Source: an optimization exercise on an open RTL-to-GDS flow (aim: small area). Production flows keep margins and buffers that such runs may drop. Only simulation tests tie the RTL to the original design; equivalence was not proved. No activity file was given, so power comes from the tool's default toggle rates.

## design/flow/design.v

```verilog
`timescale 1ns/1ps
module dcache_lookup #(
    parameter int NUM_SETS = 4,
    parameter int NUM_WAYS = 2,
    localparam int SET_W = $clog2(NUM_SETS),
    localparam int TAG_W = 32 - 3 - SET_W,
    localparam int WAY_W = (NUM_WAYS > 1) ? $clog2(NUM_WAYS) : 1
) (
    input  logic                      access_valid,
    input  logic                      access_write,
    input  logic [1:0]                access_size,
    input  logic [31:0]               access_addr,
    input  logic [31:0]               access_wdata,
    input  logic [NUM_WAYS*TAG_W-1:0] set_tag,
    input  logic [NUM_WAYS-1:0]       set_valid,
    input  logic [NUM_WAYS-1:0]       set_busy,
    input  logic [NUM_WAYS-1:0]       set_dirty,
    input  logic [NUM_WAYS*8-1:0]     set_age,
    input  logic [NUM_WAYS*64-1:0]    set_block,
    input  logic                      queue_space,
    output logic                      hit,
    output logic [31:0]               rdata,
    output logic                      upd_touch,
    output logic                      upd_write,
    output logic                      upd_reserve,
    output logic [WAY_W-1:0]          upd_way,
    output logic [TAG_W-1:0]          upd_tag,
    output logic [63:0]               upd_block,
    output logic                      push_store_valid,
    output logic [31:0]               push_store_addr,
    output logic [63:0]               push_store_block,
    output logic                      push_load_valid,
    output logic [31:0]               push_load_addr
);
    logic [SET_W-1:0] acc_set;
    logic [TAG_W-1:0] acc_tag;
    logic hit_found;
    logic [WAY_W-1:0] hit_way;
    logic in_flight;
    logic empty_found;
    logic [WAY_W-1:0] empty_way;
    logic old_found;
    logic [WAY_W-1:0] old_way;
    logic [7:0] old_age;
    logic [WAY_W-1:0] victim_way;
    logic victim_valid;
    logic victim_dirty;
    logic [TAG_W-1:0] victim_tag;
    logic [63:0] victim_block;
    logic [63:0] hit_block;
    logic [63:0] merged;
    logic start_miss;
    assign acc_set = access_addr[3 +: SET_W];
    assign acc_tag = access_addr[3 + SET_W +: TAG_W];
    always_comb begin
        hit_found = 1'b0;
        hit_way = '0;
        in_flight = 1'b0;
        empty_found = 1'b0;
        empty_way = '0;
        old_found = 1'b0;
        old_way = '0;
        old_age = '0;
        for (int w = 0; w < NUM_WAYS; w++) begin
            if (set_tag[w*TAG_W +: TAG_W] == acc_tag) begin
                if (set_valid[w]) begin
                    hit_found = 1'b1;
                    hit_way = WAY_W'(w);
                end
                if (set_busy[w]) begin
                    in_flight = 1'b1;
                end
            end
            if (!set_valid[w] && !set_busy[w] && !empty_found) begin
                empty_found = 1'b1;
                empty_way = WAY_W'(w);
            end
            if (set_valid[w] && (!old_found || set_age[w*8 +: 8] > old_age)) begin
                old_found = 1'b1;
                old_way = WAY_W'(w);
                old_age = set_age[w*8 +: 8];
            end
        end
    end
    assign victim_way = empty_found ? empty_way : old_way;
    always_comb begin
        hit_block = '0;
        victim_valid = 1'b0;
        victim_dirty = 1'b0;
        victim_tag = '0;
        victim_block = '0;
        for (int w = 0; w < NUM_WAYS; w++) begin
            if (hit_way == WAY_W'(w)) begin
                hit_block = set_block[w*64 +: 64];
            end
            if (victim_way == WAY_W'(w)) begin
                victim_valid = set_valid[w];
                victim_dirty = set_dirty[w];
                victim_tag = set_tag[w*TAG_W +: TAG_W];
                victim_block = set_block[w*64 +: 64];
            end
        end
    end
    assign hit = access_valid && hit_found;
    assign start_miss = access_valid && !hit_found && !in_flight
                        && (empty_found || old_found) && queue_space;
    assign rdata = access_addr[2] ? hit_block[63:32] : hit_block[31:0];
    always_comb begin
        merged = hit_block;
        case (access_size)
            2'd0: merged[{access_addr[2:0], 3'b000} +: 8] = access_wdata[7:0];
            2'd1: merged[{access_addr[2:1], 4'b0000} +: 16] = access_wdata[15:0];
            2'd2: merged[{access_addr[2], 5'b00000} +: 32] = access_wdata;
            default: merged = hit_block;
        endcase
    end
    assign upd_touch = hit;
    assign upd_write = hit && access_write;
    assign upd_reserve = start_miss;
    assign upd_way = hit_found ? hit_way : victim_way;
    assign upd_tag = acc_tag;
    assign upd_block = merged;
    assign push_store_valid = start_miss && victim_valid && victim_dirty;
    assign push_store_addr = {victim_tag, acc_set, 3'b000};
    assign push_store_block = victim_block;
    assign push_load_valid = start_miss;
    assign push_load_addr = {access_addr[31:3], 3'b000};
endmodule
`timescale 1ns/1ps
module dcache_miss_queue #(
    parameter int QUEUE_DEPTH = 4,
    localparam int PTR_W = $clog2(QUEUE_DEPTH),
    localparam int CNT_W = $clog2(QUEUE_DEPTH + 1)
) (
    input  logic        clock,
    input  logic        reset,
    input  logic        push_store_valid,
    input  logic [31:0] push_store_addr,
    input  logic [63:0] push_store_block,
    input  logic        push_load_valid,
    input  logic [31:0] push_load_addr,
    input  logic        mem_accept,
    input  logic [3:0]  mem_accept_tag,
    output logic        mem_req_valid,
    output logic        mem_req_cmd,
    output logic [31:0] mem_req_addr,
    output logic [63:0] mem_req_block,
    output logic        queue_space,
    output logic        issued_load_valid,
    output logic [31:0] issued_load_addr,
    output logic [3:0]  issued_load_tag
);
    localparam int ENTRY_W = 1 + 32 + 64;
    logic [ENTRY_W-1:0] entries [QUEUE_DEPTH];
    logic [ENTRY_W-1:0] head_entry;
    logic [PTR_W-1:0] head;
    logic [PTR_W-1:0] tail;
    logic [PTR_W-1:0] tail_next;
    logic [PTR_W-1:0] tail_next2;
    logic [CNT_W-1:0] count;
    logic [CNT_W-1:0] num_push;
    logic pop;
    function automatic logic [PTR_W-1:0] ptr_inc(input logic [PTR_W-1:0] ptr);
        ptr_inc = (ptr == PTR_W'(QUEUE_DEPTH - 1)) ? '0 : ptr + PTR_W'(1);
    endfunction
    assign head_entry = entries[head];
    assign mem_req_cmd = head_entry[ENTRY_W-1];
    assign mem_req_addr = head_entry[64 +: 32];
    assign mem_req_block = head_entry[63:0];
    assign mem_req_valid = (count != '0);
    assign pop = mem_accept && mem_req_valid;
    assign num_push = CNT_W'(push_store_valid) + CNT_W'(push_load_valid);
    assign queue_space = (count <= CNT_W'(QUEUE_DEPTH - 2));
    assign issued_load_valid = pop && (mem_req_cmd == 1'b0);
    assign issued_load_addr = mem_req_addr;
    assign issued_load_tag = mem_accept_tag;
    assign tail_next = ptr_inc(tail);
    assign tail_next2 = ptr_inc(tail_next);
    always_ff @(posedge clock) begin
        if (reset) begin
            head <= '0;
            tail <= '0;
            count <= '0;
        end else begin
            if (pop) begin
                head <= ptr_inc(head);
            end
            if (push_store_valid && push_load_valid) begin
                tail <= tail_next2;
            end else if (push_store_valid || push_load_valid) begin
                tail <= tail_next;
            end
            count <= count + num_push - CNT_W'(pop);
        end
    end
    always_ff @(posedge clock) begin
        if (push_store_valid) begin
            entries[tail] <= {1'b1, push_store_addr, push_store_block};
            if (push_load_valid) begin
                entries[tail_next] <= {1'b0, push_load_addr, 64'd0};
            end
        end else if (push_load_valid) begin
            entries[tail] <= {1'b0, push_load_addr, 64'd0};
        end
    end
endmodule
`timescale 1ns/1ps
module dcache_line_array #(
    parameter int NUM_SETS = 4,
    parameter int NUM_WAYS = 2,
    localparam int SET_W = $clog2(NUM_SETS),
    localparam int TAG_W = 32 - 3 - SET_W,
    localparam int WAY_W = (NUM_WAYS > 1) ? $clog2(NUM_WAYS) : 1
) (
    input  logic                      clock,
    input  logic                      reset,
    input  logic [31:0]               access_addr,
    input  logic                      upd_touch,
    input  logic                      upd_write,
    input  logic                      upd_reserve,
    input  logic [WAY_W-1:0]          upd_way,
    input  logic [TAG_W-1:0]          upd_tag,
    input  logic [63:0]               upd_block,
    input  logic                      issued_load_valid,
    input  logic [31:0]               issued_load_addr,
    input  logic [3:0]                issued_load_tag,
    input  logic [3:0]                mem_resp_tag,
    input  logic [63:0]               mem_resp_block,
    output logic [NUM_WAYS*TAG_W-1:0] set_tag,
    output logic [NUM_WAYS-1:0]       set_valid,
    output logic [NUM_WAYS-1:0]       set_busy,
    output logic [NUM_WAYS-1:0]       set_dirty,
    output logic [NUM_WAYS*8-1:0]     set_age,
    output logic [NUM_WAYS*64-1:0]    set_block
);
    localparam int NUM_LINES = NUM_SETS * NUM_WAYS;
    localparam logic [1:0] LINE_INVALID = 2'd0;
    localparam logic [1:0] LINE_PENDING = 2'd1;
    localparam logic [1:0] LINE_WAITING = 2'd2;
    localparam logic [1:0] LINE_VALID = 2'd3;
    logic [TAG_W-1:0] line_tag [NUM_LINES];
    logic [1:0] line_state [NUM_LINES];
    logic line_dirty [NUM_LINES];
    logic [7:0] line_age [NUM_LINES];
    logic [3:0] line_mtag [NUM_LINES];
    logic [63:0] line_block [NUM_LINES];
    logic [SET_W-1:0] acc_set;
    logic [SET_W-1:0] load_set;
    logic [TAG_W-1:0] load_tag;
    assign acc_set = access_addr[3 +: SET_W];
    assign load_set = issued_load_addr[3 +: SET_W];
    assign load_tag = issued_load_addr[3 + SET_W +: TAG_W];
    always_comb begin
        set_tag = '0;
        set_valid = '0;
        set_busy = '0;
        set_dirty = '0;
        set_age = '0;
        set_block = '0;
        for (int s = 0; s < NUM_SETS; s++) begin
            if (acc_set == SET_W'(s)) begin
                for (int w = 0; w < NUM_WAYS; w++) begin
                    set_tag[w*TAG_W +: TAG_W] = line_tag[s*NUM_WAYS + w];
                    set_valid[w] = (line_state[s*NUM_WAYS + w] == LINE_VALID);
                    set_busy[w] = (line_state[s*NUM_WAYS + w] == LINE_PENDING)
                                  || (line_state[s*NUM_WAYS + w] == LINE_WAITING);
                    set_dirty[w] = line_dirty[s*NUM_WAYS + w];
                    set_age[w*8 +: 8] = line_age[s*NUM_WAYS + w];
                    set_block[w*64 +: 64] = line_block[s*NUM_WAYS + w];
                end
            end
        end
    end
    for (genvar s = 0; s < NUM_SETS; s++) begin : g_set
        for (genvar w = 0; w < NUM_WAYS; w++) begin : g_way
            localparam int L = s * NUM_WAYS + w;
            logic selected;
            logic [TAG_W-1:0] tag_n;
            logic [1:0] state_n;
            logic dirty_n;
            logic [7:0] age_n;
            logic [3:0] mtag_n;
            logic [63:0] block_n;
            assign selected = (acc_set == SET_W'(s)) && (upd_way == WAY_W'(w));
            always_comb begin
                tag_n = line_tag[L];
                state_n = line_state[L];
                dirty_n = line_dirty[L];
                age_n = line_age[L];
                mtag_n = line_mtag[L];
                block_n = line_block[L];
                if (line_state[L] != LINE_INVALID && line_age[L] != 8'hff) begin
                    age_n = line_age[L] + 8'd1;
                end
                if (line_state[L] == LINE_PENDING && issued_load_valid
                        && load_set == SET_W'(s) && line_tag[L] == load_tag) begin
                    mtag_n = issued_load_tag;
                    state_n = LINE_WAITING;
                end
                if (line_state[L] == LINE_WAITING && mem_resp_tag != 4'd0
                        && line_mtag[L] == mem_resp_tag) begin
                    block_n = mem_resp_block;
                    state_n = LINE_VALID;
                    dirty_n = 1'b0;
                    age_n = '0;
                    mtag_n = 4'd0;
                end
                if (upd_touch && selected) begin
                    age_n = '0;
                    if (upd_write) begin
                        block_n = upd_block;
                        dirty_n = 1'b1;
                    end
                end
                if (upd_reserve && selected) begin
                    tag_n = upd_tag;
                    state_n = LINE_PENDING;
                    dirty_n = 1'b0;
                    age_n = '0;
                    mtag_n = 4'd0;
                end
            end
            always_ff @(posedge clock) begin
                if (reset) begin
                    line_state[L] <= LINE_INVALID;
                    line_dirty[L] <= 1'b0;
                    line_age[L] <= '0;
                    line_mtag[L] <= 4'd0;
                end else begin
                    line_state[L] <= state_n;
                    line_dirty[L] <= dirty_n;
                    line_age[L] <= age_n;
                    line_mtag[L] <= mtag_n;
                end
            end
            always_ff @(posedge clock) begin
                if (!reset) begin
                    line_tag[L] <= tag_n;
                    line_block[L] <= block_n;
                end
            end
        end
    end
endmodule
`timescale 1ns/1ps
module dcache_top #(
    parameter int NUM_SETS = 4,
    parameter int NUM_WAYS = 4,
    parameter int QUEUE_DEPTH = 4
) (
    input  logic        clock,
    input  logic        reset,
    input  logic        access_valid,
    input  logic        access_write,
    input  logic [1:0]  access_size,
    input  logic [31:0] access_addr,
    input  logic [31:0] access_wdata,
    input  logic        mem_accept,
    input  logic [3:0]  mem_accept_tag,
    input  logic [3:0]  mem_resp_tag,
    input  logic [63:0] mem_resp_block,
    output logic        hit,
    output logic [31:0] rdata,
    output logic        mem_req_valid,
    output logic        mem_req_cmd,
    output logic [31:0] mem_req_addr,
    output logic [63:0] mem_req_block
);
    localparam int SET_W = $clog2(NUM_SETS);
    localparam int TAG_W = 32 - 3 - SET_W;
    localparam int WAY_W = (NUM_WAYS > 1) ? $clog2(NUM_WAYS) : 1;
    logic [NUM_WAYS*TAG_W-1:0] set_tag;
    logic [NUM_WAYS-1:0] set_valid;
    logic [NUM_WAYS-1:0] set_busy;
    logic [NUM_WAYS-1:0] set_dirty;
    logic [NUM_WAYS*8-1:0] set_age;
    logic [NUM_WAYS*64-1:0] set_block;
    logic upd_touch;
    logic upd_write;
    logic upd_reserve;
    logic [WAY_W-1:0] upd_way;
    logic [TAG_W-1:0] upd_tag;
    logic [63:0] upd_block;
    logic push_store_valid;
    logic [31:0] push_store_addr;
    logic [63:0] push_store_block;
    logic push_load_valid;
    logic [31:0] push_load_addr;
    logic queue_space;
    logic issued_load_valid;
    logic [31:0] issued_load_addr;
    logic [3:0] issued_load_tag;
    dcache_lookup #(
        .NUM_SETS(NUM_SETS),
        .NUM_WAYS(NUM_WAYS)
    ) lookup (
        .access_valid(access_valid),
        .access_write(access_write),
        .access_size(access_size),
        .access_addr(access_addr),
        .access_wdata(access_wdata),
        .set_tag(set_tag),
        .set_valid(set_valid),
        .set_busy(set_busy),
        .set_dirty(set_dirty),
        .set_age(set_age),
        .set_block(set_block),
        .queue_space(queue_space),
        .hit(hit),
        .rdata(rdata),
        .upd_touch(upd_touch),
        .upd_write(upd_write),
        .upd_reserve(upd_reserve),
        .upd_way(upd_way),
        .upd_tag(upd_tag),
        .upd_block(upd_block),
        .push_store_valid(push_store_valid),
        .push_store_addr(push_store_addr),
        .push_store_block(push_store_block),
        .push_load_valid(push_load_valid),
        .push_load_addr(push_load_addr)
    );
    dcache_miss_queue #(
        .QUEUE_DEPTH(QUEUE_DEPTH)
    ) miss_queue (
        .clock(clock),
        .reset(reset),
        .push_store_valid(push_store_valid),
        .push_store_addr(push_store_addr),
        .push_store_block(push_store_block),
        .push_load_valid(push_load_valid),
        .push_load_addr(push_load_addr),
        .mem_accept(mem_accept),
        .mem_accept_tag(mem_accept_tag),
        .mem_req_valid(mem_req_valid),
        .mem_req_cmd(mem_req_cmd),
        .mem_req_addr(mem_req_addr),
        .mem_req_block(mem_req_block),
        .queue_space(queue_space),
        .issued_load_valid(issued_load_valid),
        .issued_load_addr(issued_load_addr),
        .issued_load_tag(issued_load_tag)
    );
    dcache_line_array #(
        .NUM_SETS(NUM_SETS),
        .NUM_WAYS(NUM_WAYS)
    ) line_array (
        .clock(clock),
        .reset(reset),
        .access_addr(access_addr),
        .upd_touch(upd_touch),
        .upd_write(upd_write),
        .upd_reserve(upd_reserve),
        .upd_way(upd_way),
        .upd_tag(upd_tag),
        .upd_block(upd_block),
        .issued_load_valid(issued_load_valid),
        .issued_load_addr(issued_load_addr),
        .issued_load_tag(issued_load_tag),
        .mem_resp_tag(mem_resp_tag),
        .mem_resp_block(mem_resp_block),
        .set_tag(set_tag),
        .set_valid(set_valid),
        .set_busy(set_busy),
        .set_dirty(set_dirty),
        .set_age(set_age),
        .set_block(set_block)
    );
endmodule
```

## design/flow/run.sh

```bash
#!/bin/bash
# synth_recipe.tcl (not shown) runs the flow's synth.tcl, then flattens the netlist and writes it again
# the make line also repeats each setting of config.mk as NAME=value (left out here)
make -C /OpenROAD-flow-scripts/flow DESIGN_CONFIG=/design/flow/config.mk WORK_HOME=/design/flow/orfs CLKGATE_MAP_FILE= SYNTH_SCRIPT=/design/flow/synth_recipe.tcl finish
```

## design/flow/config.mk

```make
export PLATFORM = sky130hd
export DESIGN_NAME = dcache_top
export DESIGN_NICKNAME = dcache_top
export VERILOG_FILES = /design/flow/design.v
export SDC_FILE = /design/flow/constraint.sdc
export NUM_CORES = 4
export LEC_CHECK = 0
export CAP_MARGIN = 20
export CORE_MARGIN = 2
export CORE_UTILIZATION = 35
export PLACE_DENSITY = 0.5
export SLEW_MARGIN = 20
```

## design/flow/constraint.sdc

```tcl
create_clock -name core_clock -period 16.0 [get_ports {clock}]
set_input_delay 3.2000 -clock core_clock [delete_from_list [all_inputs] [get_ports {clock}]]
set_output_delay 3.2000 -clock core_clock [all_outputs]
set_load 0.01 [all_outputs]
```

==> results.txt <==
[logic make-up (layout without fill, tap and decap cells)]
group,Yosys count,count (layout)
adder cells (fa/ha/maj),124,124
AND/OR/NAND/NOR,2989,2989
flip-flops,2081,2081
XOR/XNOR,718,718
buffers and inverters,1210,1142
multiplexers,845,845
AO/OA/AOI/OAI,3096,3096
other,1,38
[synthesized netlist by cell type, drive strengths merged, types with 35 or more instances]
| cell | count | area, sq um |
|---|---|---|
| buf | 430 | 2186 |
| nor3 | 118 | 610.6 |
| o22a | 50 | 437.9 |
| xnor2 | 333 | 2917 |
| o21ai | 419 | 2127 |
| and2 | 255 | 1595 |
| nor4 | 113 | 764.5 |
| xor2 | 385 | 3372 |
| a22oi | 36 | 275.3 |
| dfxtp | 509 | 10190 |
| nor2 | 565 | 2146 |
| mux2 | 93 | 1047 |
| and3 | 78 | 488.0 |
| edfxtp | 1572 | 47210 |
| mux2i | 250 | 2502 |
| nor2b | 761 | 4761 |
| ha | 123 | 1539 |
| mux4 | 502 | 11310 |
| o2111ai | 35 | 306.5 |
| a21oi | 1253 | 6331 |
| a31oi | 58 | 375.4 |
| a211oi | 963 | 7252 |
| clkbuf | 678 | 2545 |
| nand3 | 388 | 1942 |
| nand4 | 147 | 919.6 |
| inv | 99 | 371.6 |
| nand2 | 480 | 1802 |
[report_power, final]
group	internal [mW]	switching [mW]
registers	6.34	0.235
logic	1.40	2.66
clock network	3.36	2.47
[flip-flops by register name, indices dropped and copies added (netlist names), named ones only]
| signal | count |
|---|---|
| line_array.line_age | 128 |
| line_array.line_block | 1024 |
| line_array.line_dirty | 16 |
| line_array.line_mtag | 64 |
| line_array.line_state | 32 |
| line_array.line_tag | 432 |
| miss_queue.count | 3 |
| miss_queue.entries | 376 |
| miss_queue.head | 2 |
| miss_queue.tail | 2 |
[worst max-delay path, cell delays in order]
cell	delay, ns
buf_8	0.42
buf_4	0.73
buf_12	0.34
mux4_2	0.48
xnor2_1	0.25
nand3_2	0.43
or4_2	1.13
nor2_2	0.59
nor3_1	0.12
o21ai_0	0.44
nor2_1	0.20
a31oi_1	0.68
clkdlybuf4s50_1	0.70
[worst min-delay path by stage]
stage / startpoint / to / slack (ns) / cells past startpoint
6_report: miss_queue.entries[0][38]$_SDFFE_PP0P_ / miss_queue.entries[0][38]$_SDFFE_PP0P_ / 0.46 / 2
5_1_grt: miss_queue.entries[2][35]$_SDFFE_PP0P_ / miss_queue.entries[2][35]$_SDFFE_PP0P_ / 0.47 / 2
4_1_cts: miss_queue.entries[3][39]$_SDFFE_PP0P_ / miss_queue.entries[3][39]$_SDFFE_PP0P_ / 0.46 / 2
3_5_place_dp: miss_queue.entries[2][39]$_SDFFE_PP0P_ / miss_queue.entries[2][39]$_SDFFE_PP0P_ / 0.45 / 2
3_3_place_gp: miss_queue.entries[3][17]$_SDFFE_PP0P_ / miss_queue.entries[3][17]$_SDFFE_PP0P_ / 0.44 / 2
2_1_floorplan: miss_queue.entries[1][30]$_SDFFE_PP0P_ / miss_queue.entries[1][30]$_SDFFE_PP0P_ / 0.43 / 2
[final cells by class]
cell class	count	area [sq um]	share of cell area
Timing Repair Buffer	592	5255	0.03872
Inverter	102	395.4	0.002913
Antenna cell	35	87.58	0.0006454
Multi-Input combinational cell	7775	58710	0.4326
Clock buffer	325	6769	0.04988
Tap cell	4557	5702	0.04201
Clock inverter	123	1390	0.01024
Sequential cell	2081	57400	0.4230
[layer usage]
metal / up-vias / GRT usage
met5: - / 0
li1: 41400 / -
met1: 50670 / 0.4254
met4: 62 / 0.1284
met3: 1219 / 0.1038
met2: 6685 / 0.4426
[placed cells by master (no fill, tap or decap), types with 93 or more instances in the layout]
cell and instances:
clkbuf_16 253, nor3_1 114, a211oi_1 960, inv_1 94, ha_1 123, buf_4 309
nand4_1 147, nand3_1 381, mux2_2 93, mux2i_1 240, and2_1 248, mux4_2 502
a21oi_1 1235, nor4_1 104, xor2_1 385, dfxtp_1 507, nand2_1 473, o21ai_0 397
nor2_1 528, edfxtp_1 1572, clkdlybuf4s50_1 262, xnor2_1 333, nor2b_1 761
==> impl_metrics.py <==
metrics = {
    "yosys": {
        "synthSimpleGateAreaFrac": 0.1295,
        "muxShareOfSynthArea": 0.1231,
        "synth_adder_area_share": 0.01292,
        "synth_compound_area_frac": 0.1645,
        "yosysWarningCount": 9,
        "synth-seq-cells": 2081,
        "syn_area_sq_um": 120700,
        "synth-main-ff-cell": "edfxtp_1",
        "synth-xor-area-share": 0.05210,
        "synthCells": 11060,
        "async_flop_share": 0,
        "ys_seq_area_frac": 0.4755,
        "ys_types": 98,
        "synth_edf_count": 1572,
        "syn_area_per_cell_sq_um": 10.91,
        "synth_top_family_by_area": "compound AO/OA/AOI/OAI gates",
    },
    "drt": {
        "finalWirelength_um": 559500,
        "drtIter0Drc": 15910,
        "dr_wl_met3_um": 72230,
        "wl_met1_um": 226700,
        "ant_nets": 0,
        "highest_layer": "met5",
        "route.detailed.drc": 0,
        "firstDrtPassIters": 9,
        "vias": 100000,
        "via_per_inst": 6.417,
        "routed-wl-met2_um": 233000,
        "wl_per_cell_um": 35.89,
    },
    "global_routing": {
        "antenna_found_initial": 89,
        "grt_max_degree": 189,
        "overflow": 0,
        "grtUsageTotal": 0.3092,
        "grt_pass1_vias": 92970,
        "grt_first_pass_wirelength_um": 767000,
    },
    "cts": {
        "cts_buffers": 242,
        "cts_sinks": 2081,
        "cts_tree": "done",
        "cts.hold.buffers_added": 0,
        "clock_path_buffers": 4,
        "clock_latency_ns": 1.00,
        "root_buffer": "clkbuf_16",
        "htreeDepth": 4,
        "clk_pin_slew_ns": 0.06,
        "post_cts.repair.setup_buffers": 0,
        "cts_resized": 0,
    },
    "setup_path": {
        "critPathLaunchType": "input port",
        "worstReg2RegEnd": "miss_queue.entries[0][93]$_DFFE_PP_",
        "cp.required_ns": 12.80,
        "worstReg2RegStart": "line_array.line_state[12][0]$_SDFFE_PP0P_",
        "worstSetupStartpoint": "access_addr[4]",
        "arrival_ns": 10.34,
        "critPathMaxFanout": 88,
        "crit_path_end_kind": "output port",
        "critical_path_class": "input port to output port",
        "r2r_setup_slack_ns": 5.88,
        "r2r.worst_path.cells": 32,
        "cp-endpoint": "rdata[29]",
    },
    "finish": {
        "final_cells": 15590,
        "post_route_cells_drive_above_1_share": 0.1338,
        "final_util": 0.3957,
        "synthToLayoutAreaGrowth_pct": 12.44,
        "nets": 11060,
        "fill_cells": 32640,
        "design_area_sq_um": 135700,
    },
    "floorplanning": {
        "fp-row-count": 215,
        "core-area_sq_um": 343000,
        "start_util": 0.3519,
        "fp.dieArea_sq_um": 349600,
        "ioPinCount": 274,
        "die_h_um": 591.2,
        "fp.dieW_um": 591.2,
    },
    "job": {
        "maxCapViolCount": 0,
    },
    "pwr": {
        "ir_drop_uv": 108.3,
        "power_mw": 16.48,
        "power.density_nw_per_um2": 121.5,
        "p_leak_nw": 45.99,
    },
    "timing": {
        "hold_viol_final": 0,
        "fin_setup_tns_ns": 0,
        "holdWs_ns": 0.4551,
        "worst_slack_ns": 2.458,
        "rsz0062_at_grt": "false",
        "worstMarginPinSlew_ns": 1.366,
        "drv_slew": 0,
        "maxSlewHeadroom": 0.08925,
        "post-route-period-util": 0.8464,
        "finalSetupViolations": 0,
        "fmax_mhz": 73.84,
        "finalCriticalPeriod_ns": 13.54,
        "clock_skew_ns": 0.09740,
    },
    "placed_design": {
        "numPlacedInstances": 15100,
        "postPlaceCellArea_sq_um": 127400,
        "gp_congestion": 1.016,
        "hpwl_um": 367200,
        "place_ws_ns": 2.315,
        "io_buffers": 270,
    },
    "outcome": {
        "status": "timing/DRC/antenna clean",
    },
    "hold_path": {
        "hp-class": "flop to flop",
    },
}

==> re-timing with driven ports <==
The flow's constraints put no driver on any port. The routed layout listed below was extracted and timed again, unchanged, in two steps.
Step 1 sets driving cells, clkbuf_16 on the clock port and buf_2 on the other inputs (assumed; they add their load-dependent delay and slew).
Step 2, shift: input delay + t, output delay - t, t = (earliest + latest rising clock arrival at the registers) / 2. This alone moves slack from input paths to output paths.
Slacks: ideal / step 1 / step 2; pairs: ideal / step 1.
shift t [ns]: 1.062
setup slack, ns: 2.458 / 2.408 / 2.408
hold WS [ns]: 0.455 / 0.455 / 0.455
cell pins on the clock port's net: 1
After both steps setup and hold are still met in this run. For this run, drivers alone change the setup slack by -0.050 ns; drivers and shift together by -0.050 ns.
